From an optimization exercise on the open Yosys and OpenROAD flow, aimed at small area, a short achievable clock period and few clock cycles; shortcuts taken in it are not production practice.
In this exercise RTL edits were held to simulation tests only and were not proved equivalent to the original.
Power figures rest on the tool's default switching activity, not on a simulated workload.

$ cat design/flow/config.mk
export PLATFORM = sky130hd
export DESIGN_NAME = escape_sequence_decoder
export DESIGN_NICKNAME = escape_sequence_decoder
export VERILOG_FILES = /design/flow/design.v
export SDC_FILE = /design/flow/constraint.sdc
export NUM_CORES = 4
export LEC_CHECK = 0
export CAP_MARGIN = 20
export CORE_MARGIN = 2
export CORE_UTILIZATION = 40
export SETUP_SLACK_MARGIN = 4.8
export SLEW_MARGIN = 20
$ cat design/flow/constraint.sdc
create_clock -name core_clock -period 7.5 [get_ports {clk}]
set_input_delay 1.5000 -clock core_clock [delete_from_list [all_inputs] [get_ports {clk}]]
set_output_delay 1.5000 -clock core_clock [all_outputs]
set_load 0.01 [all_outputs]
$ cat design/flow/design.v
package esd_pkg;
  localparam logic [1:0] KIND_CHAR  = 2'd0;
  localparam logic [1:0] KIND_SLICE = 2'd1;
  localparam logic [1:0] KIND_ERROR = 2'd2;
  localparam logic [1:0] KIND_DONE  = 2'd3;
  localparam logic [1:0] NUM_OCT = 2'd0;
  localparam logic [1:0] NUM_X   = 2'd1;
  localparam logic [1:0] NUM_U   = 2'd2;
endpackage
import esd_pkg::*;
module escape_sequence_decoder (
  input  logic        clk,
  input  logic        rst,
  input  logic        chars_valid,
  output logic        chars_ready,
  input  logic [15:0] chars_char_code,
  input  logic        chars_end_of_string,
  output logic        results_valid,
  input  logic        results_ready,
  output logic [1:0]  results_kind,
  output logic [15:0] results_out_char,
  output logic [15:0] results_slice_start,
  output logic [15:0] results_slice_length,
  output logic [2:0]  results_error_code,
  output logic        results_last,
  input  logic        cfg_valid,
  output logic        cfg_ready,
  input  logic        cfg_interpolation_enable
);
  logic        h_valid;
  logic [15:0] h_c;
  logic        h_eos;
  logic        s_valid;
  logic [15:0] s_c;
  logic        s_eos;
  logic        interp;
  logic        m_nrm, m_esc, m_num, m_brc, m_err;
  logic        n_oct;
  logic [1:0]  n_rem;
  logic        n_seen;
  logic [15:0] nb;
  logic [15:0] pos;
  logic [15:0] blen;
  logic        r_valid;
  logic [1:0]  r_kind;
  logic [15:0] r_data;      
  logic [2:0]  r_err;       
  logic        r_slice;     
  logic        r_last;
  logic        p_char;      
  logic        p_slice;     
  logic        p_err;       
  logic [1:0]  p_code;
  logic        p_done;      
  assign cfg_ready = 1'b1;
  assign chars_ready = !s_valid;
  assign results_valid = r_valid;
  assign results_kind = r_kind;
  assign results_last = r_last;
  assign results_out_char = r_data;
  assign results_error_code = r_err;
  assign results_slice_start = r_slice ? nb : 16'd0;
  assign results_slice_length = r_slice ? blen : 16'd0;
  logic        hi0, k_bs, k_lb, k_rb, k_oct, k_hex, k_esc, k_ex, k_eu, k_tnr;
  logic [3:0]  dig;
  logic        dg;
  logic [15:0] nshift;
  logic [15:0] pos1;
  logic [15:0] blen1;
  logic [15:0] map;
  logic        pend;
  logic        resume;
  logic        a_has, a_err;
  logic [15:0] a_data;
  logic [2:0]  a_code;
  logic        b_has, c_has, d_has;
  logic [1:0]  d_code;
  logic        zero;
  logic        to_esc, to_num, to_brc, to_err, to_nrm;
  always_comb begin
    hi0 = (h_c[15:7] == 9'd0);
    k_bs = hi0 && h_c[6:0] == 7'h5C;
    k_lb = hi0 && h_c[6:0] == 7'h7B;
    k_rb = hi0 && h_c[6:0] == 7'h7D;
    k_oct = hi0 && h_c[6:3] == 4'b0110;
    k_hex = hi0 && ((h_c[6:4] == 3'b011 && h_c[3:0] <= 4'd9) ||
                    (h_c[6] && h_c[4:3] == 2'b00 && h_c[2:0] != 3'd0 && h_c[2:0] != 3'd7));
    k_tnr = hi0 && (h_c[6:0] == 7'h74 || h_c[6:0] == 7'h6E || h_c[6:0] == 7'h72);
    k_esc = k_tnr || hi0 && (h_c[6:0] == 7'h22 || h_c[6:0] == 7'h27 || h_c[6:0] == 7'h7B ||
                             h_c[6:0] == 7'h5C);
    k_ex = hi0 && (h_c[6:0] == 7'h78 || h_c[6:0] == 7'h58);
    k_eu = hi0 && (h_c[6:0] == 7'h75 || h_c[6:0] == 7'h55);
    dig = (h_c[6:4] == 3'b011) ? h_c[3:0] : {1'b0, h_c[2:0]} + 4'd9;
    dg = n_oct ? k_oct : k_hex;
    nshift = n_oct ? {nb[12:0], h_c[2:0]} : {nb[11:0], dig};
    pos1 = (pos == 16'hFFFF) ? pos : pos + 16'd1;
    blen1 = (blen == 16'hFFFF) ? blen : blen + 16'd1;
    map = h_c;
    if (h_c[6:0] == 7'h74) map = 16'h0009;
    else if (h_c[6:0] == 7'h6E) map = 16'h000A;
    else if (h_c[6:0] == 7'h72) map = 16'h000D;
    pend = p_char || p_slice || p_err || p_done;
    resume = m_num && !dg && n_seen;
    a_has = m_nrm && !k_bs || m_esc && !(k_ex || k_eu || k_oct) ||
            m_num && (!dg || n_rem == 2'd0) || m_brc;
    a_err = m_esc && !k_esc && !(k_ex || k_eu || k_oct) || m_num && !dg && !n_seen ||
            m_num && dg && n_rem == 2'd0 && n_oct && nb[5];
    if (m_esc) a_data = map;
    else if (m_num && dg) a_data = nshift;
    else if (m_num) a_data = nb;
    else a_data = h_c;
    a_code = m_esc ? 3'd2 : (dg ? 3'd4 : 3'd3);
    b_has = resume && !k_bs;
    c_has = m_brc && k_rb;
    to_esc = (m_nrm || resume) && k_bs;
    to_brc = (m_nrm || resume) && k_lb && interp || m_brc && !k_rb;
    to_num = m_esc && (k_ex || k_eu || k_oct) || m_num && dg && n_rem != 2'd0;
    to_err = m_err || a_err;
    to_nrm = !(to_esc || to_brc || to_num || to_err);
    d_has = h_eos && (to_esc || to_num || to_brc);
    d_code = to_esc ? 2'd1 : (to_num ? 2'd3 : 2'd0);
    zero = !(a_has || h_eos);
  end
  logic r_free;
  logic consume;
  logic accept;
  logic emit_b;
  assign r_free = !r_valid || results_ready;
  assign consume = h_valid && (r_free ? (!pend || zero && !p_slice)
                                      : (zero && !p_char && !p_slice && !r_slice));
  assign accept = chars_valid && !s_valid;
  assign emit_b = r_free && p_char;
  always_ff @(posedge clk) begin
    if (rst) begin
      h_valid <= 1'b0;
      s_valid <= 1'b0;
    end else if (consume) begin
      h_valid <= s_valid | accept;
      s_valid <= 1'b0;
    end else if (accept) begin
      h_valid <= 1'b1;
      s_valid <= h_valid;
    end
  end
  always_ff @(posedge clk) begin
    if (consume || !h_valid) begin
      h_c <= s_valid ? s_c : chars_char_code;
      h_eos <= s_valid ? s_eos : chars_end_of_string;
    end
    if (!s_valid) begin
      s_c <= chars_char_code;
      s_eos <= chars_end_of_string;
    end
  end
  always_ff @(posedge clk) begin
    if (rst) begin
      interp <= 1'b0;
    end else if (cfg_valid) begin
      interp <= cfg_interpolation_enable;
    end
  end
  always_ff @(posedge clk) begin
    if (rst) begin
      m_nrm <= 1'b1;
      m_esc <= 1'b0;
      m_num <= 1'b0;
      m_brc <= 1'b0;
      m_err <= 1'b0;
    end else if (consume) begin
      m_nrm <= to_nrm || h_eos;
      m_esc <= to_esc && !h_eos;
      m_num <= to_num && !h_eos;
      m_brc <= to_brc && !h_eos;
      m_err <= to_err && !h_eos;
    end
  end
  always_ff @(posedge clk) begin
    if (rst) begin
      pos <= 16'd0;
    end else if (consume && (h_eos || a_has && !a_err) || emit_b && !p_done) begin
      pos <= (h_eos && !p_char) ? 16'd0 : pos1;
    end
  end
  always_ff @(posedge clk) begin
    if (consume && (m_esc || m_num)) begin
      n_oct <= m_esc ? k_oct : n_oct;
      n_rem <= m_esc ? (k_eu ? 2'd3 : 2'd1) : n_rem - 2'd1;
      n_seen <= m_esc ? k_oct : 1'b1;
    end
    if (consume && (m_brc || to_brc)) begin
      blen <= m_brc ? blen1 : 16'd1;
    end
  end
  always_ff @(posedge clk) begin
    if (p_char ? (r_free && m_brc)
               : consume && (m_esc || m_num && (dg || b_has) || m_nrm && k_lb && interp)) begin
      if (p_char || m_nrm) nb <= pos;
      else if (m_esc) nb <= {13'd0, k_oct ? h_c[2:0] : 3'd0};
      else if (dg) nb <= nshift;
      else nb <= h_c;
    end
  end
  logic        nx_valid;
  logic [1:0]  nx_kind;
  logic [15:0] nx_data;
  logic [2:0]  nx_err;
  logic        nx_slice;
  logic        nx_last;
  always_comb begin
    nx_valid = 1'b1;
    nx_kind = KIND_DONE;
    nx_data = 16'd0;
    nx_err = 3'd0;
    nx_slice = 1'b0;
    nx_last = 1'b1;
    if (p_char) begin
      nx_kind = KIND_CHAR;
      nx_data = nb;
      nx_last = !(p_err || p_done);
    end else if (p_slice) begin
      nx_kind = KIND_SLICE;
      nx_slice = 1'b1;
      nx_last = !(p_err || p_done);
    end else if (p_err) begin
      nx_kind = KIND_ERROR;
      nx_err = {1'b0, p_code};
      nx_last = 1'b0;
    end else if (p_done) begin
      nx_kind = KIND_DONE;
    end else if (!h_valid || zero) begin
      nx_valid = 1'b0;
    end else if (a_has && a_err) begin
      nx_kind = KIND_ERROR;
      nx_err = a_code;
      nx_last = !h_eos;
    end else if (a_has) begin
      nx_kind = KIND_CHAR;
      nx_data = a_data;
      nx_last = !(b_has || c_has || h_eos);
    end else if (d_has) begin
      nx_kind = KIND_ERROR;
      nx_err = {1'b0, d_code};
      nx_last = 1'b0;
    end
  end
  always_ff @(posedge clk) begin
    if (rst) begin
      r_valid <= 1'b0;
    end else if (r_free) begin
      r_valid <= nx_valid;
    end
  end
  always_ff @(posedge clk) begin
    if (r_free) begin
      r_kind <= nx_kind;
      r_data <= nx_data;
      r_err <= nx_err;
      r_slice <= nx_slice;
      r_last <= nx_last;
    end
  end
  always_ff @(posedge clk) begin
    if (rst) begin
      p_char <= 1'b0;
      p_slice <= 1'b0;
      p_err <= 1'b0;
      p_done <= 1'b0;
    end else if (r_free) begin
      if (p_char) begin
        p_char <= 1'b0;
      end else if (p_slice) begin
        p_slice <= 1'b0;
      end else if (p_err) begin
        p_err <= 1'b0;
      end else if (p_done) begin
        p_done <= 1'b0;
      end else if (h_valid && !zero) begin
        if (a_has) begin
          p_char <= b_has;
          p_slice <= c_has;
          p_err <= d_has;
          p_done <= h_eos;
        end else begin
          p_done <= d_has;
        end
      end
    end
  end
  always_ff @(posedge clk) begin
    if (r_free && !pend) p_code <= d_code;
  end
endmodule
$ cat design/flow/run.sh
#!/bin/bash
# synth_recipe.tcl (not shown) runs the flow's synth.tcl, then flattens the netlist and writes it again
# the make line also repeats each setting of config.mk as NAME=value (left out here)
make -C /OpenROAD-flow-scripts/flow DESIGN_CONFIG=/design/flow/config.mk WORK_HOME=/design/flow/orfs CLKGATE_MAP_FILE= SYNTH_SCRIPT=/design/flow/synth_recipe.tcl finish
==> results.txt, run 1 <==
count of unique library cells instantiated by Yosys 71; Register-to-Register Path Depth 14; Avg Cell Area, Syn 9.63 um^2; Die Y 135 um; vias in the first global route 6024; ratio of cells with drive above 1 in the final layout 32.5%; largest net degree at the start of global routing 40; worst vdd rail ir drop 0.162 mV; initial antenna violation count 0; delay of the slowest critical-path stage 0.52 ns; cell at the root of the clock tree clkbuf_16; leakage power 3.66 nW; Total Wirelength 21700 um; register-to-register setup slack 4.22 ns; H-tree depth 4; post-route antenna net violation count 0; number of antenna repair diodes 0; final hold vios 0; share of the clock period used by the worst path 43.7%; multi-input gate area in the final layout 4040 um^2; hold buffers post-CTS 0; share of synthesized area occupied by flip-flops and latches 47.7%; IO buf count 78; number of warnings issued by yosys 1; minimum clock period after layout 3.28 ns; clock tree from TritonCTS built; final slew viol count 0; GR Util met1 30.2%; family with the most delay on the worst path compound AO/OA/AOI/OAI gates; global-route track usage on met2 36.7%; DRC 0; Setup-failing EPs final 0; outcome complete, no violations; Worst Max-Slew Pin Slew 0.986 ns; area of all sequential standard cells 3270 um^2; Final #Nets 887; Via Count 6278; total clock buffers created by CTS 17; capture endpoint of the worst hold path s_c[10]; Congestion Overflow GR 0; Worst setup SP type flip-flop; initial core utilization 41.1%; type of the worst setup path flip-flop to flip-flop; dominant cell by count in the synthesized netlist edfxtp_1; number of flops mapped to enable cells by yosys 78; Final Power 0.00182 W; max-cap violations 0; detail-routed net length per standard cell 20.0 um; worst hold start s_c[10]; DRC marker count from the first detailed-route iteration 475; die area 18100 um^2; detailed-route vias per instance 5.76; combined buffer and inverter count along the critical path 5; setup clock skew after layout 0.0107 ns; synthesis-to-layout area growth 44.7%; layout filler cell count 1373; gp weighted congestion 0.862; main area contributors after synthesis edfxtp_1 (34%), dfxtp_1 (13%), and2_1 (4.7%), o21ai_0 (4.4%), nand2_1 (3.4%); final core area utilization 59.4%; count of state elements after synthesis 124; endpoint class of the critical path flip-flop; most frequent cells after synthesis edfxtp_1 (78), nand2_1 (61), o21ai_0 (60); critical-path cell with the highest stage delay edfxtp_1; overall die width 135 um; number of cells on the worst hold path 1; worst slack at placement 3.03 ns; number of optimization iterations in the first detailed-route pass 5; Slew headroom 34.1%; Post-DP HPWL 12900 um; smallest setup slack after layout 4.22 ns; worst hold path type flip-flop to flip-flop; Post-Synthesis Cells 710; Post-Syn Area 6830 um^2; Fmax 305 MHz; peak-usage layer in the global routing report met2; Worst R2R Start h_c[0]; wire length of the first global-routing pass 32600 um; summed negative setup slack over all endpoints 0 ns; GRT met3 Usage 6.23%; Critical Path Most Common Cell buf_6; core area 16600 um^2; unrepaired setup endpoints after global routing yes; top-level port count 80; overall track demand over capacity in global routing 23.4%; share of synthesized registers carrying an async set or reset 0%; fraction of synthesized cell area taken by the top area cell type 34.3%; pwr dens 184 nW/um^2; ordered list of cells on the worst path buf_4 > buf_6 > ha_2 > nor2_4 > o31ai_4 > a21oi_4 > o31ai_4 > and4b_2 > buf_6 > buf_6 > a2111oi_4 > buf_6 > nand3_4 > o21ai_2; number of placement rows 47; data arrival time of the critical path 3.55 ns; cell taking the most area after synthesis edfxtp_1; required arrival time at the worst endpoint 7.77 ns; clk buf depth 2; clock transition at the registers of the reported paths 0.06 ns; clk sink count 124; terminus of the critical flop-to-flop path r_data[10]; worst-path maximum fanout 8; primary flip-flop cell chosen by synthesis mapping edfxtp_1; total nets after synthesis 741; Skew-Pair Late Insertion Delay 0.43 ns
-- final cells by class --
cell class / instances / area share (%)
multi-input combinational: 527 / 40.9
sequential: 124 / 33.0
timing repair buffer: 169 / 17.1
clock buffer: 18 / 4.44
tap: 220 / 2.78
clock inverter: 14 / 1.05
inverter: 16 / 0.645
timing repair inverter: 1 / 0.0759
-- per-layer routing --
metal | vias to the layer above | routed length, um
met4 | 0 | 583
met2 | 264 | 10600
met5 | - | 0
met3 | 40 | 1490
met1 | 3048 | 9110
li1 | 2926 | -
-- kinds of logic after synthesis --
kind of cell	count (synthesis)	synth area share (%)
fa+ha+maj	8	1.46
flops	124	47.7
other cells	1	0.0549
buf+inv	65	4.17
simple gates	278	22.1
mux	34	5.29
compound gates	185	17.2
xor+xnor	15	1.92
-- flip-flops by register name (all words and copies together) (netlist names), 2 cells and up --
register and cells:
blen 16, h_c 16, r_err 3, r_kind 2
pos 16, r_data 16, s_c 16, n_rem 2
nb 16, p_code 2
-- what timing repair did --
| item | in CTS | in global routing |
|---|---|---|
| buffers inserted | 62 | 23 |
| pin swaps | 48 | 47 |
| cloned | 6 | 3 |
| setup endpoints to repair | 199 | 151 |
| gates resized for setup | 147 | 148 |
-- placed cells by master, fill, tap and decap left out, drive strengths merged, types with 3 or more instances in the layout --
cell type and instances:
o211ai 16, dlygate4sd2 25, and3 15, dfxtp 46, a31oi 8, o31ai 5, edfxtp 78, a41oi 6
mux2i 17, or4 9, nand2b 15, nor4 4, nand4b 3, buf 106, clkinv 4, a32oi 3
ha 8, xnor2 13, a21o 5, a211oi 3, clkdlybuf4s50 36, and4 3, or3 11, mux2 17
nand4 9, o21ai 73, nand2 64, a22oi 4, nor2b 4, and2 51, nor3 6, nor2 36
nand3 38, nand3b 3, or2 4, clkbuf 20, a21oi 46, inv 25
-- stage by stage --
stage	cells	hold WS [ns]	area, um^2
6_report	1089	0.472	9890
5_1_grt	1089	0.490	9890
4_1_cts	1063	0.475	9280
3_5_place_dp	963	0.460	7770
3_3_place_gp	963	0.447	7770
2_1_floorplan	710	0.433	6930
-- worst max-delay path by stage --
stage                   from          to  slack (ns)  cells past startpoint
3_3_place_gp   results_ready       nb[9]        3.09                      7
4_1_cts               h_c[1]       nb[6]        4.26                     11
5_1_grt               h_c[0]    blen[15]        4.16                     12
3_5_place_dp   results_ready       nb[8]        3.03                      7
6_report              h_c[0]  r_data[10]        4.22                     14
2_1_floorplan         h_c[0]       nb[0]        4.15                     10
-- power by group --
group          leakage (nW)  switching [W]  internal (W)
sequential             1.22      0.0000291      0.000757
clock                 0.278       0.000323      0.000436
combinational          2.16       0.000137      0.000134
Testbench counts, summed over its fixed seeds: cycles 30,784.
==> inputs of run 2 (changes only) <==
--- a/design/flow/config.mk
+++ b/design/flow/config.mk
@@ -10,3 +10,3 @@
 export CORE_UTILIZATION = 40
-export SETUP_SLACK_MARGIN = 4.8
+export SETUP_SLACK_MARGIN = 4.5
 export SLEW_MARGIN = 20
==> run 2 against run 1 <==
Against the previous run:
- non-clock buffer count down 27
- global-route usage up 0.40 points
- sequential share of layout area up 1.4 points
- hold slack worse by 0.0037 ns
- maximum frequency up 3.4%
- highest routed layer unchanged
- clock-buffer cell count up 5
- cell area down 4.1%
- critical path depth down 11
- synthesized area unchanged
- first-iteration DRC count up 7.2%
==> results.txt, run 2 <==
outcome complete, no violations; main area contributors after synthesis edfxtp_1 (34%), dfxtp_1 (13%), and2_1 (4.7%), o21ai_0 (4.4%), nand2_1 (3.4%); total clock buffers created by CTS 17; core area 16600 um^2; fraction of synthesized cell area taken by the top area cell type 34.3%; share of the clock period used by the worst path 42.2%; IO buf count 78; primary flip-flop cell chosen by synthesis mapping edfxtp_1; worst-path maximum fanout 16; H-tree depth 4; die area 18100 um^2; endpoint class of the critical path primary output; worst hold path type flip-flop to flip-flop; Post-DP HPWL 12800 um; hold buffers post-CTS 0; number of warnings issued by yosys 1; summed negative setup slack over all endpoints 0 ns; highest-count cells in the layout ignoring fill and taps edfxtp_1 (78), nand2_1 (59), clkdlybuf4s50_1 (58); most frequent standard cell in the layout excluding fill and tap cells edfxtp_1; combined buffer and inverter count along the critical path 2; total nets after synthesis 741; Post-Syn Area 6830 um^2; number of flops mapped to enable cells by yosys 78; dominant combinational cell family by area after synthesis simple AND/OR/NAND/NOR gates; largest net degree at the start of global routing 40; simple logic cell fraction of the synthesized area 22.1%; Skew-Pair Late Insertion Delay 0.43 ns; most frequent cells after synthesis edfxtp_1 (78), nand2_1 (61), o21ai_0 (60); gp weighted congestion 0.875; DRC marker count from the first detailed-route iteration 509; family with the most delay on the worst path buffers and inverters; synthesis-to-layout area growth 38.8%; vias in the first global route 6063; Total Wirelength 21300 um; Setup-failing EPs final 0; share of synthesized registers carrying an async set or reset 0%; Final #Nets 861; top-level port count 80; delay of the slowest critical-path stage 0.53 ns; cell at the root of the clock tree clkbuf_16; Avg Cell Area, Syn 9.63 um^2; final std cells w/o fill 1063; count of state elements after synthesis 124; leakage power 3.43 nW; worst vdd rail ir drop 0.161 mV; count of unique library cells instantiated by Yosys 71; Worst Max-Slew Pin Slew 1.04 ns; required arrival time at the worst endpoint 6.00 ns; detail-routed net length per standard cell 20.1 um; Die Y 135 um; clock transition at the registers of the reported paths 0.06 ns; unrepaired setup endpoints after global routing yes; cell taking the most area after synthesis edfxtp_1; final hold vios 0; number of antenna repair diodes 0; critical-path cell with the highest stage delay clkdlybuf4s50_1; Post-Synthesis Cells 710; mux share of post-synthesis cell area 5.29%; overall track demand over capacity in global routing 23.8%; xor/xnor share of the synthesized area 1.92%; max-cap violations 0; data arrival time of the critical path 1.67 ns; clk buf depth 2; detailed-route vias per instance 5.86; Worst setup SP type flip-flop; instance count after placement with tap cells included 962; number of placement rows 47; initial core utilization 41.1%; wire length of the first global-routing pass 33400 um; ordered list of cells on the worst path buf_6 > and2_1 > clkdlybuf4s50_1; pwr dens 200 nW/um^2; post-synthesis adder-cell area fraction 1.46%; clk sink count 124; Congestion Overflow GR 0; post-route antenna net violation count 0; final slew viol count 0; type of the worst setup path flip-flop to primary output; dominant cell by count in the synthesized netlist edfxtp_1; setup clock skew after layout 0.0162 ns; complex-gate fraction of the synthesized area 17.2%; Fmax 316 MHz; Slew headroom 30.6%; DRC 0; Via Count 6234; initial antenna violation count 0; clock tree from TritonCTS built; ratio of cells with drive above 1 in the final layout 27.2%; share of synthesized area occupied by flip-flops and latches 47.7%; number of optimization iterations in the first detailed-route pass 5; overall die width 135 um; minimum clock period after layout 3.17 ns
## run 2: cell types whose count changed in the layout (fill, tap and decap cells not counted), moves of 17 or more
cell / previous run / this run
and2_1: 32 / 49
and2_4: 18 / 1
buf_6: 45 / 22
clkbuf_2: 0 / 17
clkdlybuf4s50_1: 36 / 58
dlygate4sd2_1: 25 / 1
## run 2: timing repair
action | CTS | global route
setup endpoints to repair | 149 | 141
pin swaps | 54 | 31
gates cloned | 7 | 1
gates resized for setup | 102 | 92
buffers inserted | 52 | 9
## run 2: path summary, 6_finish.rpt
path	start	endpoint	slack, ns	cells after the start
worst max-delay path	r_slice	results_slice_start[7]	4.33	3
worst min-delay path	s_c[6]	s_c[6]	0.47	1
worst max register to register	h_c[0]	blen[15]	4.34	11
worst min register to register	s_c[6]	s_c[6]	0.47	1
## run 2: area by class of cell
| class | instances | area [um^2] |
|---|---|---|
| Timing Repair inverter | 1 | 5.00 |
| Sequential cell | 124 | 3270 |
| Clock inverter | 9 | 101 |
| Fill cell | 1387 | 7160 |
| Clock buffer | 23 | 522 |
| Multi-Input combinational cell | 528 | 3920 |
| Tap cell | 220 | 275 |
| Inverter | 16 | 67.6 |
| Timing Repair Buffer | 142 | 1330 |
## run 2: cells by family (layout without fill, tap and decap cells)
kind of cell	count (synthesis)	after routing
and+or+nand+nor	278	282
AOI/OAI and AO/OA	185	188
DFF	124	124
buffers and inverters	65	191
muxes	34	34
xor gates and xnor gates	15	15
adders and majority gates	8	8
other	1	1
## run 2: routing by layer
| metal | global-route usage (%) | wire length, um | vias to the layer above |
|---|---|---|---|
| li1 | - | - | 2879 |
| met1 | 30.7 | 8970 | 3004 |
| met2 | 39.2 | 10100 | 310 |
| met3 | 5.03 | 1570 | 41 |
| met4 | 9.65 | 684 | 0 |
| met5 | 0 | 0 | - |
## run 2: stage by stage
step / util (%) / setup slack (ns) / cell area (um^2) / hold slack [ns] / total power, W
final: 57.0 / 4.33 / 9490 / 0.468 / 0.00190
after global routing: 57.0 / 4.24 / 9490 / 0.490 / 0.00195
after CTS: 55.5 / 4.28 / 9240 / 0.472 / 0.00188
after detailed placement: 46.7 / 3.03 / 7770 / 0.455 / 0.000964
after global placement: 46.7 / 3.08 / 7760 / 0.452 / 0.000959
after floorplan: - / 4.15 / 6920 / 0.433 / 0.000896
## run 2: power breakdown
group | internal (W) | switching [W] | total [W] | leakage (nW)
Combinational | 0.000118 | 0.000126 | 0.000244 | 1.91
Sequential | 0.000758 | 0.0000327 | 0.000790 | 1.22
Clock | 0.000556 | 0.000306 | 0.000862 | 0.310
Total | 0.00143 | 0.000465 | 0.00190 | 3.43
==> inputs of run 3 (changes only) <==
==> design/flow/flow/run.sh (new file) <==
#!/bin/bash
# The standard layout, with every port buffered by a plain buffer (buf_4 on outputs and
# inputs) instead of the resizer's default pick, a slow delay cell.
set -euo pipefail
export BUFFER_PORTS_ARGS="-buffer_cell sky130_fd_sc_hd__buf_4"
bash standard.sh > standard.log 2>&1
==> design/flow/standard.sh (new file) <==
#!/bin/bash
# synth_recipe.tcl (not shown) runs the flow's synth.tcl, then flattens the netlist and writes it again
# the make line also repeats each setting of config.mk as NAME=value (left out here)
make -C /OpenROAD-flow-scripts/flow DESIGN_CONFIG=/design/flow/config.mk WORK_HOME=/design/flow/orfs CLKGATE_MAP_FILE= SYNTH_SCRIPT=/design/flow/synth_recipe.tcl "${@:-finish}"
removed: design/flow/run.sh
==> run 3 against run 2 <==
Against the previous run:
- still clean
- core utilization is 0.45 points lower
- sequential share of layout area rose by 0.26 points
- sequential power about the same
- clock power down about 10%
- hold slack better by 0.0029 ns
- combinational power up 2%
- critical path depth is 9 higher
- die area unchanged
- total power is 4.5% lower
- cell area is 0.79% lower
- synthesized cell count stayed put
- first-iteration DRC count grew 22%
- largest cell class unchanged
- largest power group is now sequential cells
==> results.txt, run 3 <==
H-tree depth 4; highest-count cells in the layout ignoring fill and taps buf_4 (120), edfxtp_1 (78), nand2_1 (58); ratio of cells with drive above 1 in the final layout 35.6%; Congestion Overflow GR 0; clk buf depth 2; Slew headroom 29.0%; delay of the slowest critical-path stage 0.45 ns; count of state elements after synthesis 124; Fmax 312 MHz; share of synthesized area occupied by flip-flops and latches 47.7%; type of the worst setup path flip-flop to flip-flop; Worst Max-Slew Pin Slew 1.06 ns; number of antenna repair diodes 0; Skew-Pair Late Insertion Delay 0.43 ns; overall track demand over capacity in global routing 23.1%; worst slack at placement 3.40 ns; primary flip-flop cell chosen by synthesis mapping edfxtp_1; worst-path maximum fanout 8; worst hold start s_c[15]; count of unique library cells instantiated by Yosys 71; final non-filler cell area 9410 um^2; die area 18100 um^2; layout filler cell count 1396; DRC marker count from the first detailed-route iteration 623; number of placement rows 47; initial antenna violation count 0; total cell area at the placement stage 7560 um^2; data arrival time of the critical path 3.35 ns; max-cap violations 0; ordered list of cells on the worst path ha_2 > ha_4 > or4_4 > a211oi_4 > a21oi_4 > o31ai_4 > and4b_2 > a41oi_4 > buf_6 > nor2_4 > buf_12 > buf_16; IO buf count 78; final std cells w/o fill 1072; detailed-route vias per instance 5.89; Avg Cell Area, Syn 9.63 um^2; clock tree from TritonCTS built; instance count after placement with tap cells included 961; post-route antenna net violation count 0; setup clock skew after layout 0.0107 ns; detail-routed net length per standard cell 20.3 um; vias in the first global route 5955; summed negative setup slack over all endpoints 0 ns; Total Wirelength 21800 um; Die Y 135 um; core area 16600 um^2; Final Power 0.00181 W; synthesis-to-layout area growth 37.7%; total clock buffers created by CTS 17; share of the clock period used by the worst path 42.7%; critical-path cell with the highest stage delay edfxtp_1; Worst setup SP type flip-flop; Setup-failing EPs final 0; number of optimization iterations in the first detailed-route pass 5; Via Count 6319; fraction of synthesized cell area taken by the top area cell type 34.3%; unrepaired setup endpoints after global routing yes; final hold vios 0; hold buffers post-CTS 0; worst vdd rail ir drop 0.160 mV; Post-DP HPWL 13100 um; Final #Nets 870; worst setup path startpoint h_c[0]; final slew viol count 0; most frequent cells after synthesis edfxtp_1 (78), nand2_1 (61), o21ai_0 (60); family with the most delay on the worst path simple AND/OR/NAND/NOR gates; DRC 0; pwr dens 192 nW/um^2; total nets after synthesis 741; worst hold path type flip-flop to flip-flop; Worst R2R Start h_c[0]; gp weighted congestion 0.897; smallest setup slack after layout 4.30 ns; leakage power 3.55 nW; share of synthesized registers carrying an async set or reset 0%; outcome complete, no violations; combined buffer and inverter count along the critical path 3; largest net degree at the start of global routing 40; clock transition at the registers of the reported paths 0.06 ns; Post-Synthesis Cells 710; most frequent standard cell in the layout excluding fill and tap cells buf_4; main area contributors after synthesis edfxtp_1 (34%), dfxtp_1 (13%), and2_1 (4.7%), o21ai_0 (4.4%), nand2_1 (3.4%); overall die width 135 um; number of flops mapped to enable cells by yosys 78; initial core utilization 41.1%; minimum clock period after layout 3.20 ns; dominant cell by count in the synthesized netlist edfxtp_1; top-level port count 80; cell at the root of the clock tree clkbuf_16; cell taking the most area after synthesis edfxtp_1; required arrival time at the worst endpoint 7.65 ns; Post-Syn Area 6830 um^2; wire length of the first global-routing pass 32600 um; endpoint class of the critical path flip-flop; number of warnings issued by yosys 1; clk sink count 124
run 3: logic make-up after synthesis:
| kind of cell | Yosys count | synth area share [%] |
|---|---|---|
| AND/OR/NAND/NOR | 278 | 22.1 |
| AO/OA/AOI/OAI | 185 | 17.2 |
| flip-flops | 124 | 47.7 |
| buffers and inverters | 65 | 4.17 |
| multiplexers | 34 | 5.29 |
| XOR/XNOR | 15 | 1.92 |
| adder cells (fa/ha/maj) | 8 | 1.46 |
| other | 1 | 0.0549 |
run 3: path summary, 6_finish.rpt:
kind | to | slack, ns | depth (start not counted)
min reg2reg | s_c[15] | 0.47 | 1
max | blen[13] | 4.30 | 12
max reg2reg | blen[13] | 4.30 | 12
min | s_c[15] | 0.47 | 1
run 3: routing by layer:
layer	wire (um)	global-route usage [%]
met3	1740	4.32
met4	710	9.53
met1	8980	30.5
met5	0	0
met2	10300	37.5
run 3: power breakdown:
part	internal [W]	switching (W)	total [W]	leakage (nW)
registers	0.000758	0.0000311	0.000789	1.22
clock network	0.000448	0.000325	0.000773	0.278
logic	0.000120	0.000129	0.000249	2.05
total	0.00133	0.000485	0.00181	3.55
run 3: per-stage QoR:
stage	util (%)	hold WS, ns
after floorplan	-	0.433
after global placement	45.4	0.454
after detailed placement	45.4	0.459
after CTS	53.4	0.474
after global routing	56.6	0.486
final	56.6	0.471
run 3: worst reg2reg max path, cell delays in order, from the launching register on:
cell and delay (ns):
edfxtp_1 0.45, ha_2 0.24, ha_4 0.16, or4_4 0.43
a211oi_4 0.24, a21oi_4 0.08, o31ai_4 0.19, and4b_2 0.33
a41oi_4 0.21, buf_6 0.22, nor2_4 0.14, buf_12 0.12
buf_16 0.11
run 3: what timing repair did:
item,4_1_cts,5_1_grt
buffers inserted,53,17
pin swaps,19,41
endpoints found under the setup margin,147,100
resized for setup,52,88
cloned,5,4
run 3: area by class of cell:
class	instances	area (um^2)	area share (%)
multi-input combinational	525	3850	40.9
timing repair buffer	154	1400	14.8
tap	220	275	2.92
clock buffer	19	454	4.83
clock inverter	13	103	1.09
timing repair inverter	1	5.00	0.0532
inverter	16	63.8	0.678
sequential	124	3270	34.7
==> inputs of run 4 (changes only) <==
--- a/design/flow/design.v
+++ b/design/flow/design.v
@@ -32,2 +32,3 @@
   logic        h_eos;
+  logic        k_bs, k_lb, k_rb, k_oct, k_hex, k_esc, k_enum, k_eu;
   logic        s_valid;
@@ -63,3 +64,2 @@
   assign results_slice_length = r_slice ? blen : 16'd0;
-  logic        hi0, k_bs, k_lb, k_rb, k_oct, k_hex, k_esc, k_ex, k_eu, k_tnr;
   logic [3:0]  dig;
@@ -80,19 +80,20 @@
   always_comb begin
-    hi0 = (h_c[15:7] == 9'd0);
-    k_bs = hi0 && h_c[6:0] == 7'h5C;
-    k_lb = hi0 && h_c[6:0] == 7'h7B;
-    k_rb = hi0 && h_c[6:0] == 7'h7D;
-    k_oct = hi0 && h_c[6:3] == 4'b0110;
-    k_hex = hi0 && ((h_c[6:4] == 3'b011 && h_c[3:0] <= 4'd9) ||
-                    (h_c[6] && h_c[4:3] == 2'b00 && h_c[2:0] != 3'd0 && h_c[2:0] != 3'd7));
-    k_tnr = hi0 && (h_c[6:0] == 7'h74 || h_c[6:0] == 7'h6E || h_c[6:0] == 7'h72);
-    k_esc = k_tnr || hi0 && (h_c[6:0] == 7'h22 || h_c[6:0] == 7'h27 || h_c[6:0] == 7'h7B ||
-                             h_c[6:0] == 7'h5C);
-    k_ex = hi0 && (h_c[6:0] == 7'h78 || h_c[6:0] == 7'h58);
-    k_eu = hi0 && (h_c[6:0] == 7'h75 || h_c[6:0] == 7'h55);
-    dig = (h_c[6:4] == 3'b011) ? h_c[3:0] : {1'b0, h_c[2:0]} + 4'd9;
+    if (!h_c[6]) begin
+      dig = h_c[3:0];
+    end else begin
+      case (h_c[2:0])
+        3'd1: dig = 4'd10;
+        3'd2: dig = 4'd11;
+        3'd3: dig = 4'd12;
+        3'd4: dig = 4'd13;
+        3'd5: dig = 4'd14;
+        default: dig = 4'd15;
+      endcase
+    end
     dg = n_oct ? k_oct : k_hex;
     nshift = n_oct ? {nb[12:0], h_c[2:0]} : {nb[11:0], dig};
-    pos1 = (pos == 16'hFFFF) ? pos : pos + 16'd1;
-    blen1 = (blen == 16'hFFFF) ? blen : blen + 16'd1;
+    for (int i = 0; i < 16; i++) begin
+      pos1[i] = pos[i] ^ (&(pos | ~(16'hFFFF >> (16 - i)))) | (&pos);
+      blen1[i] = blen[i] ^ (&(blen | ~(16'hFFFF >> (16 - i)))) | (&blen);
+    end
     map = h_c;
@@ -103,5 +104,5 @@
     resume = m_num && !dg && n_seen;
-    a_has = m_nrm && !k_bs || m_esc && !(k_ex || k_eu || k_oct) ||
+    a_has = m_nrm && !k_bs || m_esc && !k_enum ||
             m_num && (!dg || n_rem == 2'd0) || m_brc;
-    a_err = m_esc && !k_esc && !(k_ex || k_eu || k_oct) || m_num && !dg && !n_seen ||
+    a_err = m_esc && !k_esc && !k_enum || m_num && !dg && !n_seen ||
             m_num && dg && n_rem == 2'd0 && n_oct && nb[5];
@@ -116,3 +117,3 @@
     to_brc = (m_nrm || resume) && k_lb && interp || m_brc && !k_rb;
-    to_num = m_esc && (k_ex || k_eu || k_oct) || m_num && dg && n_rem != 2'd0;
+    to_num = m_esc && k_enum || m_num && dg && n_rem != 2'd0;
     to_err = m_err || a_err;
@@ -132,2 +133,8 @@
   assign emit_b = r_free && p_char;
+  logic [15:0] in_c;
+  logic        in_hi0;
+  logic        in_oct;
+  assign in_c = s_valid ? s_c : chars_char_code;
+  assign in_hi0 = (in_c[15:7] == 9'd0);
+  assign in_oct = in_hi0 && in_c[6:3] == 4'b0110;
   always_ff @(posedge clk) begin
@@ -146,4 +153,16 @@
     if (consume || !h_valid) begin
-      h_c <= s_valid ? s_c : chars_char_code;
+      h_c <= in_c;
       h_eos <= s_valid ? s_eos : chars_end_of_string;
+      k_bs <= in_hi0 && in_c[6:0] == 7'h5C;
+      k_lb <= in_hi0 && in_c[6:0] == 7'h7B;
+      k_rb <= in_hi0 && in_c[6:0] == 7'h7D;
+      k_oct <= in_oct;
+      k_hex <= in_hi0 && (in_c[6:4] == 3'b011 && (!in_c[3] || in_c[2:1] == 2'b00) ||
+                          in_c[6] && in_c[4:3] == 2'b00 && in_c[2:0] != 3'd0 && in_c[2:0] != 3'd7);
+      k_esc <= in_hi0 && (in_c[6:0] == 7'h74 || in_c[6:0] == 7'h6E || in_c[6:0] == 7'h72 ||
+                          in_c[6:0] == 7'h22 || in_c[6:0] == 7'h27 || in_c[6:0] == 7'h7B ||
+                          in_c[6:0] == 7'h5C);
+      k_enum <= in_oct || in_hi0 && (in_c[6:0] == 7'h78 || in_c[6:0] == 7'h58 ||
+                                     in_c[6:0] == 7'h75 || in_c[6:0] == 7'h55);
+      k_eu <= in_c[6:0] == 7'h75 || in_c[6:0] == 7'h55;
     end
@@ -189,3 +208,3 @@
     end
-    if (consume && (m_brc || to_brc)) begin
+    if (consume) begin
       blen <= m_brc ? blen1 : 16'd1;
@@ -194,5 +213,4 @@
   always_ff @(posedge clk) begin
-    if (p_char ? (r_free && m_brc)
-               : consume && (m_esc || m_num && (dg || b_has) || m_nrm && k_lb && interp)) begin
-      if (p_char || m_nrm) nb <= pos;
+    if (p_char ? (r_free && m_brc) : (consume && !m_brc)) begin
+      if (p_char || !(m_esc || m_num)) nb <= pos;
       else if (m_esc) nb <= {13'd0, k_oct ? h_c[2:0] : 3'd0};
--- a/design/flow/config.mk
+++ b/design/flow/config.mk
@@ -9,3 +9,5 @@
 export CORE_MARGIN = 2
-export CORE_UTILIZATION = 40
+export CORE_UTILIZATION = 65
+export CTS_BUF_LIST = sky130_fd_sc_hd__clkbuf_4 sky130_fd_sc_hd__clkbuf_8
+export CTS_CLUSTER_SIZE = 30
 export SETUP_SLACK_MARGIN = 4.5
==> run 4 against run 3 <==
Against the previous run:
- flip-flop and latch count grew 8
- global-route usage increased by 8.4 points
- core utilization rose by 22 points
- hold slack better by 0.016 ns
- via count shrank 6.3%
- clock power decreased by 22%
- total power is 10% lower
- synthesized cell count rose by 0.14%
- synthesized area up 1.2%
- critical path type is now primary input to flip-flop
- critical endpoint is now k_esc
==> results.txt, run 4 <==
synthesis-to-layout area growth 16.5%; number of optimization iterations in the first detailed-route pass 5; share of synthesized area occupied by flip-flops and latches 50.6%; number of antenna repair diodes 0; H-tree depth 4; worst hold path type flip-flop to flip-flop; cell at the root of the clock tree clkbuf_8; endpoint class of the critical path flip-flop; worst-path maximum fanout 11; ratio of cells with drive above 1 in the final layout 20.5%; detail-routed net length per standard cell 19.0 um; Die Y 107 um; die area 11500 um^2; clock transition at the registers of the reported paths 0.07 ns; Post-Synthesis Cells 711; total clock buffers created by CTS 17; total nets after synthesis 743; most frequent cells after synthesis edfxtp_1 (86), nand2_1 (70), a21oi_1 (55), nor2_1 (55), dfxtp_1 (46); fraction of synthesized cell area taken by the top area cell type 37.3%; layout filler cell count 712; DRC marker count from the first detailed-route iteration 787; final hold vios 0; max-cap violations 0; xor/xnor share of the synthesized area 1.27%; number of placement rows 37; Setup-failing EPs final 0; Via Count 5922; hold buffers post-CTS 0; data arrival time of the critical path 3.22 ns; pwr dens 202 nW/um^2; main area contributors after synthesis edfxtp_1 (37%), dfxtp_1 (13%), a21oi_1 (4.0%), nand2_1 (3.8%), o21ai_0 (3.2%); Final Power 0.00163 W; minimum clock period after layout 2.91 ns; wire length of the first global-routing pass 27800 um; gp weighted congestion 0.928; mux share of post-synthesis cell area 3.13%; Worst setup SP type primary input; overall track demand over capacity in global routing 31.5%; DRC 0; worst slack at placement 3.26 ns; setup clock skew after layout 0.0105 ns; dominant cell by count in the synthesized netlist edfxtp_1; Worst Max-Slew Pin Slew 0.944 ns; core area 10300 um^2; Slew headroom 36.9%; Skew-Pair Late Insertion Delay 0.46 ns; outcome complete, no violations; top-level port count 80; simple logic cell fraction of the synthesized area 20.7%; Post-DP HPWL 11900 um; unrepaired setup endpoints after global routing no; initial core utilization 67.0%; count of state elements after synthesis 132; Total Wirelength 17600 um; Final #Nets 808; vias in the first global route 5420; largest net degree at the start of global routing 32; highest-count cells in the layout ignoring fill and taps edfxtp_1 (86), buf_4 (86), nand2_1 (67); Post-Syn Area 6920 um^2; share of the clock period used by the worst path 38.9%; Fmax 343 MHz; number of warnings issued by yosys 1; detailed-route vias per instance 6.40; clk buf depth 2; complex-gate fraction of the synthesized area 18.2%; clk sink count 132; clock tree from TritonCTS built; final slew viol count 0; leakage power 3.01 nW; cell taking the most area after synthesis edfxtp_1; dominant combinational cell family by area after synthesis simple AND/OR/NAND/NOR gates; smallest setup slack after layout 4.59 ns; Avg Cell Area, Syn 9.73 um^2; share of synthesized registers carrying an async set or reset 0%; required arrival time at the worst endpoint 7.80 ns; number of flops mapped to enable cells by yosys 86; final core area utilization 78.1%; worst vdd rail ir drop 0.174 mV; summed negative setup slack over all endpoints 0 ns; initial antenna violation count 0; type of the worst setup path primary input to flip-flop; overall die width 107 um; post-route antenna net violation count 0; primary flip-flop cell chosen by synthesis mapping edfxtp_1; post-synthesis adder-cell area fraction 1.63%; count of unique library cells instantiated by Yosys 69; IO buf count 78; Congestion Overflow GR 0
## run 4: changes by cell type after synthesis, sizes merged, moves of 12 or more
cell | before | now
clkbuf | 41 | 29
nand3 | 37 | 21
nor2 | 36 | 55
o21ai | 73 | 48
nor3 | 6 | 33
and2 | 51 | 34
nor2b | 4 | 17
## run 4: logic make-up after synthesis
kind of cell,after synthesis
buf+inv,70
mux,19
flops,132
xor+xnor,10
compound gates,189
other cells,1
fa+ha+maj,9
simple gates,281
## run 4: timing repair
action                                 in CTS  in global routing
pin swaps                                   1                  1
cloned                                      2                  0
resized for setup                           2                  1
endpoints found under the hold margin       0                  0
setup endpoints to repair                 131                 36
setup buffers                               6                  3
## run 4: where the power goes
part	switching [W]	internal, W	leakage (nW)	total (W)
sequential	0.0000374	0.000817	1.28	0.000854
clock	0.000282	0.000320	0.195	0.000602
combinational	0.000100	0.0000725	1.54	0.000173
total	0.000420	0.00121	3.01	0.00163
## run 4: worst paths after layout
path                                         start  endpoint  slack [ns]  cells after the start
worst min register to register               s_eos     s_eos        0.49                      1
worst min-delay path                         s_eos     s_eos        0.49                      1
worst max-delay path            chars_char_code[3]     k_esc        4.59                      7
worst max register to register               n_oct    r_last        4.65                      6
## run 4: final cells by class
type | instances | area (um^2) | area share [%]
repair inverters | 1 | 5.00 | 0.0621
clock inverters | 12 | 128 | 1.58
repair buffers | 89 | 697 | 8.65
inverters | 25 | 101 | 1.26
multi-input cells | 510 | 3180 | 39.5
clock buffers | 20 | 275 | 3.42
well taps | 136 | 170 | 2.11
flip-flops and latches | 132 | 3500 | 43.5
## run 4: layer usage
metal / up-vias / global-route usage [%] / wire length [um]
li1: 2743 / - / -
met1: 2791 / 42.8 / 7220
met2: 344 / 50.1 / 8340
met3: 44 / 7.72 / 1650
met4: 0 / 9.93 / 379
met5: - / 0 / 0
## run 4: worst max-delay path, cell delays in order
cell     delay [ns]
buf_4          0.11
mux2i_1        0.41
inv_2          0.22
or4_1          0.57
a21oi_1        0.16
o21ai_1        0.10
a21oi_1        0.14
## run 4: stage by stage
step	area (um^2)	instances	hold slack, ns
2_1_floorplan	6970	711	0.442
3_3_place_gp	7520	882	0.458
3_5_place_dp	7530	882	0.461
4_1_cts	8020	922	0.495
5_1_grt	8060	925	0.503
6_report	8060	925	0.487
Testbench counts of run 4, summed over its fixed seeds: cycles 30,784.
==> inputs of run 5 (changes only) <==
--- a/design/flow/config.mk
+++ b/design/flow/config.mk
@@ -12,3 +12,3 @@
 export CTS_CLUSTER_SIZE = 30
-export SETUP_SLACK_MARGIN = 4.5
+export SETUP_SLACK_MARGIN = 4.7
 export SLEW_MARGIN = 20
==> run 5 against run 4 <==
Against the previous run:
- global-route usage rose by 1.9 points
- sequential power barely moved
- die area did not move
- cell count rose by 1.1%
- highest routed layer unchanged
- maximum frequency rose by 0.51%
- sequential share of layout area fell by 1.2 points
- combinational power rose by 9%
- largest cell class unchanged
==> results.txt, run 5 <==
fraction of power spent switching nets 24.9%; number of placement rows 37; sequential group share of total power 49.2%; endpoint class of the critical path primary output; ratio of cells with drive above 1 in the final layout 23.3%; highest-count cells in the layout ignoring fill and taps buf_4 (93), edfxtp_1 (86), nand2_1 (68); share of synthesized area occupied by flip-flops and latches 50.6%; worst setup path startpoint r_slice; Total Wirelength 19200 um; final core area utilization 80.3%; clock transition at the registers of the reported paths 0.08 ns; cell taking the most area after synthesis edfxtp_1; vias in the first global route 5811; number of antenna repair diodes 0; Via Count 6163; final non-filler cell area 8290 um^2; most frequent standard cell in the layout excluding fill and tap cells buf_4; overall track demand over capacity in global routing 33.4%; worst vdd rail ir drop 0.175 mV; Post-Syn Area 6920 um^2; primary flip-flop cell chosen by synthesis mapping edfxtp_1; minimum clock period after layout 2.90 ns; pwr dens 210 nW/um^2; number of flops mapped to enable cells by yosys 86; terminus of the critical flop-to-flop path r_data[6]; final slew viol count 0; synthesis-to-layout area growth 19.8%; dominant cell by count in the synthesized netlist edfxtp_1; setup clock skew after layout 0.0132 ns; most frequent cells after synthesis edfxtp_1 (86), nand2_1 (70), a21oi_1 (55), nor2_1 (55), dfxtp_1 (46); Worst setup SP type flip-flop; core area 10300 um^2; detailed-route vias per instance 6.59; overall die width 107 um; Avg Cell Area, Syn 9.73 um^2; outcome complete, no violations; final hold vios 0; Fmax 345 MHz; clk sink count 132; WHS 0.489 ns; total nets after synthesis 743; Register-to-Register Path Depth 6; H-tree depth 4; initial core utilization 67.0%; unrepaired setup endpoints after global routing yes; count of unique library cells instantiated by Yosys 69; Slew headroom 41.1%; worst slack at placement 3.35 ns; IO buf count 78; number of optimization iterations in the first detailed-route pass 6; Worst R2R Start k_oct; Worst Max-Slew Pin Slew 0.881 ns; Final #Nets 818; clock tree from TritonCTS built; DRC marker count from the first detailed-route iteration 663; initial antenna violation count 0; DRC 0; total cell area at the placement stage 7560 um^2; Congestion Overflow GR 0; die area 11500 um^2; hold buffers post-CTS 0; capture point of the worst path results_slice_start[9]; clk buf depth 2; Skew-Pair Late Insertion Delay 0.45 ns; detail-routed net length per standard cell 20.5 um; main area contributors after synthesis edfxtp_1 (37%), dfxtp_1 (13%), a21oi_1 (4.0%), nand2_1 (3.8%), o21ai_0 (3.2%); smallest setup slack after layout 4.60 ns; total clock buffers created by CTS 17; gp weighted congestion 0.970; clock network power share 40.0%; required arrival time at the worst endpoint 6.00 ns; register-to-register setup slack 4.75 ns; post-route antenna net violation count 0; data arrival time of the critical path 1.40 ns; count of state elements after synthesis 132; number of warnings issued by yosys 1; worst hold path type flip-flop to flip-flop; portion of total power attributed to combinational logic 10.8%; max-cap violations 0; share of the clock period used by the worst path 38.7%; total net switching power 0.000434 W; summed negative setup slack over all endpoints 0 ns; Setup-failing EPs final 0; leakage power 3.14 nW; fraction of synthesized cell area taken by the top area cell type 37.3%; Post-Synthesis Cells 711; Post-DP HPWL 12200 um; cell at the root of the clock tree clkbuf_8; top-level port count 80; type of the worst setup path flip-flop to primary output; wire length of the first global-routing pass 29200 um; largest net degree at the start of global routing 32; internal power consumption 0.00131 W; share of synthesized registers carrying an async set or reset 0%; worst-path maximum fanout 16; Die Y 107 um
[run 5: cell type report]
class,instances,area [um^2]
Sequential cell,132,3510
Multi-Input combinational cell,511,3250
Fill cell,642,2030
Timing Repair Buffer,98,802
Clock buffer,19,255
Clock inverter,13,201
Tap cell,136,170
Inverter,25,101
Timing Repair inverter,1,5.00
[run 5: power by group through the flow]
stage / Combinational [W] / Clock, W / Sequential (W)
2_1_floorplan: 0.000109 / 0 / 0.000858
3_3_place_gp: 0.000158 / 0 / 0.000871
3_5_place_dp: 0.000163 / 0 / 0.000872
4_1_cts: 0.000176 / 0.000700 / 0.000855
5_1_grt: 0.000203 / 0.000728 / 0.000860
6_report: 0.000188 / 0.000696 / 0.000857
[run 5: per-stage QoR]
stage,total power (W),cells
finish,0.00174,935
CTS,0.00173,925
global placement,0.00103,882
detailed placement,0.00103,882
global route,0.00179,935
floorplan,0.000967,711
[run 5: timing repair]
| action | 4_1_cts | 5_1_grt |
|---|---|---|
| setup endpoints to repair | 135 | 91 |
| cloned | 3 | 1 |
| buffers inserted | 8 | 9 |
| gates resized for setup | 9 | 7 |
| pin swaps | 2 | 5 |
[run 5: per-layer routing]
layer  share of wire, %  vias to the layer above  global-route usage [%]  wire (um)
met1                 39                     2929                    44.0       7380
li1                   -                     2763                       -          -
met4                3.8                        0                    16.1        734
met2                 48                      396                    53.3       9200
met5                  0                        -                       0          0
met3                9.7                       75                    6.26       1860
[run 5: logic make-up (layout without fill, tap and decap cells)]
kind of cell / Yosys count / after routing / share of synthesized area [%]
flip-flops: 132 / 132 / 50.6
AND/OR/NAND/NOR: 281 / 281 / 20.7
other: 1 / 1 / 0.0542
AO/OA/AOI/OAI: 189 / 190 / 18.2
adder cells (fa/ha/maj): 9 / 9 / 1.63
multiplexers: 19 / 20 / 3.13
XOR/XNOR: 10 / 10 / 1.27
buffers and inverters: 70 / 156 / 4.41
[run 5: worst max-delay path: stages, from the launching register on]
cell and delay, ns:
edfxtp_1 0.45, buf_6 0.20, and2_1 0.17, buf_4 0.14
[run 5: how the worst min path moves through the flow]
stage           start  cells past startpoint  endpoint
2_1_floorplan   m_err                      1     m_err
5_1_grt         m_err                      1     m_err
3_5_place_dp    m_err                      1     m_err
4_1_cts         m_err                      1     m_err
6_report       pos[1]                      2    pos[1]
3_3_place_gp    m_err                      1     m_err
==> inputs of run 6 (changes only) <==
--- a/design/flow/config.mk
+++ b/design/flow/config.mk
@@ -12,3 +12,3 @@
 export CTS_CLUSTER_SIZE = 30
-export SETUP_SLACK_MARGIN = 4.7
+export SETUP_SLACK_MARGIN = 4.2
 export SLEW_MARGIN = 20
==> run 6 against run 5 <==
Against the previous run:
- critical path type is now primary input to flip-flop
- sequential power about the same
- hold slack got worse by 0.0090 ns
- synthesized area unchanged
- maximum frequency decreased by 9.7%
- core utilization decreased by 2.9 points
- flip-flop and latch count unchanged
- first-iteration DRC count increased by 3.5%
- cell area decreased by 3.6%
- routed wire length decreased by 10%
- register-to-register slack got worse by 0.31 ns
- critical endpoint is now blen[3]
==> results.txt, run 6 <==
outcome complete, no violations; post-synthesis adder-cell area fraction 1.63%; Avg Cell Area, Syn 9.73 um^2; Via Count 5891; type of the worst setup path primary input to flip-flop; minimum clock period after layout 3.21 ns; Congestion Overflow GR 0; total clock buffers created by CTS 17; Slew headroom 34.5%; clock transition at the registers of the reported paths 0.07 ns; fraction of synthesized cell area taken by the top area cell type 37.3%; initial core utilization 67.0%; detailed-route vias per instance 6.40; final hold vios 0; worst slack at placement 3.24 ns; clock tree from TritonCTS built; complex-gate fraction of the synthesized area 18.2%; worst hold path type flip-flop to flip-flop; number of warnings issued by yosys 1; simple logic cell fraction of the synthesized area 20.7%; delay of the slowest critical-path stage 0.42 ns; multi-input gate area in the final layout 3180 um^2; Total Wirelength 17200 um; DRC marker count from the first detailed-route iteration 686; number of flops mapped to enable cells by yosys 86; die area 11500 um^2; data arrival time of the critical path 3.39 ns; count of unique library cells instantiated by Yosys 69; final slew viol count 0; Final #Nets 803; share of the clock period used by the worst path 42.8%; setup clock skew after layout 0.0132 ns; Setup-failing EPs final 0; number of placement rows 37; vias in the first global route 5113; Skew-Pair Late Insertion Delay 0.45 ns; Worst Max-Slew Pin Slew 0.981 ns; layout filler cell count 728; smallest setup slack after layout 4.29 ns; DRC 0; Post-DP HPWL 11400 um; largest net degree at the start of global routing 34; count of state elements after synthesis 132; initial antenna violation count 0; post-route antenna net violation count 0; mux share of post-synthesis cell area 3.13%; Die Y 107 um; Worst setup SP type primary input; xor/xnor share of the synthesized area 1.27%; Post-Syn Area 6920 um^2; worst vdd rail ir drop 0.200 mV; top-level port count 80; synthesis-to-layout area growth 15.6%; worst-path maximum fanout 17; cell taking the most area after synthesis edfxtp_1; critical-path cell with the highest stage delay clkinvlp_4; gp weighted congestion 0.903; primary flip-flop cell chosen by synthesis mapping edfxtp_1; clk sink count 132; unrepaired setup endpoints after global routing no; share of synthesized registers carrying an async set or reset 0%; summed negative setup slack over all endpoints 0 ns; number of antenna repair diodes 0; overall die width 107 um; cell at the root of the clock tree clkbuf_8; area of all sequential standard cells 3500 um^2; required arrival time at the worst endpoint 7.68 ns; overall track demand over capacity in global routing 30.1%; pwr dens 202 nW/um^2; number of optimization iterations in the first detailed-route pass 5; total nets after synthesis 743; endpoint class of the critical path flip-flop; ordered list of cells on the worst path buf_4 > nor2b_4 > clkinvlp_4 > nand2_2 > nor3_4 > o21ai_4 > clkinvlp_4 > buf_4; IO buf count 78; Post-Synthesis Cells 711; core area 10300 um^2; highest-count cells in the layout ignoring fill and taps edfxtp_1 (86), buf_4 (82), nand2_1 (68); ratio of cells with drive above 1 in the final layout 20.0%; dominant cell by count in the synthesized netlist edfxtp_1; clk buf depth 2; most frequent standard cell in the layout excluding fill and tap cells edfxtp_1; H-tree depth 4; Fmax 312 MHz; hold buffers post-CTS 0; max-cap violations 0; main area contributors after synthesis edfxtp_1 (37%), dfxtp_1 (13%), a21oi_1 (4.0%), nand2_1 (3.8%), o21ai_0 (3.2%); dominant combinational cell family by area after synthesis simple AND/OR/NAND/NOR gates; most frequent cells after synthesis edfxtp_1 (86), nand2_1 (70), a21oi_1 (55), nor2_1 (55), dfxtp_1 (46); wire length of the first global-routing pass 26500 um; leakage power 2.99 nW; detail-routed net length per standard cell 18.7 um; share of synthesized area occupied by flip-flops and latches 50.6%
## run 6: cell type report
type	instances	area share [%]
timing repair inverter	1	0.0626
multi-input combinational	510	39.7
tap	136	2.13
clock inverter	15	1.97
inverter	25	1.27
sequential	132	43.8
timing repair buffer	84	8.09
clock buffer	17	2.93
## run 6: power breakdown
group / switching [W] / internal (W)
sequential: 0.0000384 / 0.000817
clock: 0.000295 / 0.000297
combinational: 0.0000961 / 0.0000703
total: 0.000430 / 0.00118
## run 6: cell families (layout without fill, tap and decap cells)
group,after synthesis,in the layout
AO/OA/AOI/OAI,189,189
XOR/XNOR,10,10
adder cells (fa/ha/maj),9,9
buffers and inverters,70,142
flip-flops,132,132
multiplexers,19,20
other,1,1
AND/OR/NAND/NOR,281,281
## run 6: critical path, delay by kind of cell
family | cells | cell delay [ns]
buf+inv | 4 | 0.90
compound gates | 1 | 0.39
simple gates | 3 | 0.58
## run 6: layer usage
metal	vias up	GRT usage, %	routed length [um]
met5	-	0	0
met2	340	45.9	8090
met3	27	6.50	1610
met1	2789	42.7	7210
li1	2735	-	-
met4	0	10.3	303
## run 6: through the flow
stage	hold slack [ns]	total power [W]	cell area (um^2)	std cells	util [%]
3_3_place_gp	0.451	0.00102	7520	882	72.9
5_1_grt	0.506	0.00167	8000	920	77.5
6_report	0.480	0.00161	8000	920	77.5
2_1_floorplan	0.442	0.000964	6970	711	-
4_1_cts	0.483	0.00161	7950	917	77.0
3_5_place_dp	0.466	0.00103	7520	882	72.9
## run 6: repair_timing
item	CTS	global route
cloned	1	1
pin swaps	0	1
endpoints found under the hold margin	0	0
setup buffers	2	2
resized for setup	2	0
setup endpoints to repair	67	57
## run 6: path summary, 6_finish.rpt
path                               startpoint          to  slack (ns)  cells after the start
worst max register to register          n_oct  r_data[13]        4.44                      6
worst min-delay path                    s_eos       s_eos        0.48                      1
worst max-delay path            results_ready     blen[3]        4.29                      8
worst min register to register          s_eos       s_eos        0.48                      1
==> inputs of run 7 (changes only) <==
--- a/design/flow/config.mk
+++ b/design/flow/config.mk
@@ -12,3 +12,3 @@
 export CTS_CLUSTER_SIZE = 30
-export SETUP_SLACK_MARGIN = 4.2
+export SETUP_SLACK_MARGIN = 4.9
 export SLEW_MARGIN = 20
==> run 7 against run 6 <==
Against the previous run:
- critical path depth decreased by 5
- first-iteration DRC count increased by 14%
- synthesized cell count unchanged
- global-route usage increased by 2.3 points
- cell area increased by 7.1%
- clock skew decreased by 0.0021 ns
- non-clock buffer count increased by 39
- setup slack improved by 0.36 ns
- clock power decreased by 9.9%
- total power decreased by 0.79%
- critical path type is now flip-flop to primary output
- largest cell class unchanged
==> results.txt, run 7 <==
outcome complete, no violations; number of flops mapped to enable cells by yosys 86; clock tree from TritonCTS built; highest layer used for signal routing met4; DRC 0; number of warnings issued by yosys 1; Die Y 107 um; routed length on met1 7390 um; vias in the first global route 5518; share of synthesized area occupied by flip-flops and latches 50.6%; most frequent standard cell in the layout excluding fill and tap cells buf_4; unrepaired setup endpoints after global routing yes; multi-input gate area in the final layout 3370 um^2; IO buf count 78; type of the worst setup path flip-flop to primary output; Worst setup SP type flip-flop; Post-Syn Area 6920 um^2; Worst Max-Slew Pin Slew 0.859 ns; Fmax 351 MHz; most frequent cells after synthesis edfxtp_1 (86), nand2_1 (70), a21oi_1 (55), nor2_1 (55), dfxtp_1 (46); top-level port count 80; worst-path maximum fanout 17; met3 wire length 2090 um; share of the clock period used by the worst path 38.0%; final slew viol count 0; Avg Cell Area, Syn 9.73 um^2; Post-DP HPWL 11900 um; worst hold path type flip-flop to flip-flop; count of unique library cells instantiated by Yosys 69; synthesis-to-layout area growth 23.8%; minimum clock period after layout 2.85 ns; number of optimization iterations in the first detailed-route pass 7; summed negative setup slack over all endpoints 0 ns; leakage power 3.25 nW; clk buf depth 2; wire length of the first global-routing pass 28500 um; Setup-failing EPs final 0; Congestion Overflow GR 0; met2 WL post-DR 8730 um; Post-Synthesis Cells 711; number of antenna repair diodes 0; sequential group share of total power 53.3%; portion of total power attributed to combinational logic 13.4%; primary flip-flop cell chosen by synthesis mapping edfxtp_1; count of state elements after synthesis 132; overall track demand over capacity in global routing 32.3%; detail-routed net length per standard cell 19.7 um; post-route antenna net violation count 0; final core area utilization 83.0%; layout filler cell count 622; number of placement rows 37; initial core utilization 67.0%; ratio of cells with drive above 1 in the final layout 27.7%; DRC marker count from the first detailed-route iteration 779; data arrival time of the critical path 1.35 ns; total nets after synthesis 743; pwr dens 187 nW/um^2; cell taking the most area after synthesis edfxtp_1; initial antenna violation count 0; final hold vios 0; area of all sequential standard cells 3510 um^2; required arrival time at the worst endpoint 6.00 ns; worst vdd rail ir drop 0.150 mV; detailed-route vias per instance 6.58; die area 11500 um^2; clock network power share 33.3%; fraction of synthesized cell area taken by the top area cell type 37.3%; gp weighted congestion 0.938; overall die width 107 um; core area 10300 um^2; endpoint class of the critical path primary output; clock transition at the registers of the reported paths 0.07 ns; main area contributors after synthesis edfxtp_1 (37%), dfxtp_1 (13%), a21oi_1 (4.0%), nand2_1 (3.8%), o21ai_0 (3.2%); max-cap violations 0; Via Count 6329; highest-count cells in the layout ignoring fill and taps buf_4 (109), edfxtp_1 (86), nand2_1 (66); fraction of power spent switching nets 26.8%; cell at the root of the clock tree clkbuf_8; Slew headroom 41.3%; total net switching power 0.000430 W; clk sink count 132; internal power consumption 0.00117 W; Skew-Pair Late Insertion Delay 0.45 ns; share of synthesized registers carrying an async set or reset 0%; Total Wirelength 19000 um; WHS 0.482 ns; Final #Nets 845; H-tree depth 4; largest net degree at the start of global routing 32; setup clock skew after layout 0.0111 ns; total clock buffers created by CTS 17; dominant cell by count in the synthesized netlist edfxtp_1
==> run 7: cell counts after synthesis <==
No cell type changed its count.
==> run 7: area by class of cell <==
type / count / area share (%)
repair inverters: 1 / 0.0876
multi-input cells: 513 / 39.4
flip-flops and latches: 132 / 41.0
well taps: 136 / 1.99
repair buffers: 123 / 12.3
inverters: 25 / 1.24
clock inverters: 15 / 1.36
clock buffers: 17 / 2.73
==> run 7: worst paths after layout <==
check	start	to	depth (start not counted)	slack (ns)
setup / recovery	r_slice	results_slice_start[3]	3	4.65
hold / removal	m_err	m_err	1	0.48
setup reg to reg	n_oct	r_data[2]	7	5.01
hold reg to reg	m_err	m_err	1	0.48
==> run 7: power groups by stage <==
stage | registers [W] | logic, W | clock network, W
final | 0.000853 | 0.000214 | 0.000534
after global placement | 0.000866 | 0.000161 | 0
after global routing | 0.000856 | 0.000229 | 0.000564
after CTS | 0.000851 | 0.000188 | 0.000534
after detailed placement | 0.000868 | 0.000166 | 0
after floorplan | 0.000859 | 0.000112 | 0
==> run 7: kinds of logic (layout without fill, tap and decap cells) <==
kind of cell | Yosys count | in the layout | share of synthesized area (%)
flip-flops | 132 | 132 | 50.6
multiplexers | 19 | 20 | 3.13
XOR/XNOR | 10 | 10 | 1.27
buffers and inverters | 70 | 181 | 4.41
AO/OA/AOI/OAI | 189 | 191 | 18.2
other | 1 | 1 | 0.0542
AND/OR/NAND/NOR | 281 | 282 | 20.7
adder cells (fa/ha/maj) | 9 | 9 | 1.63
==> run 7: metrics by stage <==
step                      area [um^2]  setup slack (ns)  total power [W]  instances
after floorplan                  7060              4.11         0.000971        711
after global placement           7610              3.45          0.00103        882
after detailed placement         7610              3.35          0.00103        882
after CTS                        8280              4.64          0.00157        939
after global routing             8570              4.60          0.00165        962
final                            8570              4.65          0.00160        962
==> run 7: worst max-delay path, cell delays in order, from the launching register on <==
cell      delay [ns]
edfxtp_1        0.42
buf_6           0.18
and2_1          0.17
buf_4           0.14
==> run 7: metal layers <==
layer / up-vias / GRT usage, %
met3: 84 / 6.57
li1: 2832 / -
met1: 2949 / 44.5
met2: 464 / 50.0
met5: - / 0
met4: 0 / 13.8
==> run 7: repair_timing <==
item,4_1_cts,5_1_grt
endpoints found under the setup margin,145,164
resized for setup,24,24
setup buffers,20,21
gates cloned,5,2
pin swaps,8,8
hold buffers,0,0

==> static timing again, ports no longer ideal <==
The flow's constraints put no driver on any port. The routed layouts listed below were extracted and timed again, unchanged, in two steps. Step 1: set_driving_cell puts a clkbuf_16 on clk and a buf_2 on each other input, an assumption about the parent block. Step 2 times the ports against the registers' clock, not the clock port: input delays grow and output delays shrink by t, the midpoint of the rising clock arrivals with the driver on. a / b / c = ideal / step 1 / step 2; a / b = the first two.
| run | t (ns) | setup slack, ns | hold slack, ns | worst setup path at the end |
|---|---|---|---|---|
| run 1 | 0.466 | 4.225 / 4.225 / 3.846 | 0.472 / 0.472 / 0.472 | input to register |
| run 2 | 0.471 | 4.334 / 4.289 / 4.012 | 0.468 / 0.468 / 0.468 | input to register |
| run 3 | 0.466 | 4.295 / 4.295 / 3.934 | 0.471 / 0.471 / 0.471 | input to register |
| run 4 | 0.485 | 4.586 / 4.562 / 4.110 | 0.487 / 0.487 / 0.487 | input to register |
| run 5 | 0.481 | 4.601 / 4.566 / 4.285 | 0.489 / 0.489 / 0.489 | input to register |
| run 6 | 0.476 | 4.291 / 4.277 / 3.827 | 0.480 / 0.480 / 0.480 | input to register |
| run 7 | 0.477 | 4.648 / 4.614 / 4.349 | 0.482 / 0.482 / 0.482 | input to register |
After both steps setup and hold are still met in every run listed. The setup slack of run 4, which loses most, moves by -0.024 ns with the drivers and by -0.476 ns with both steps.
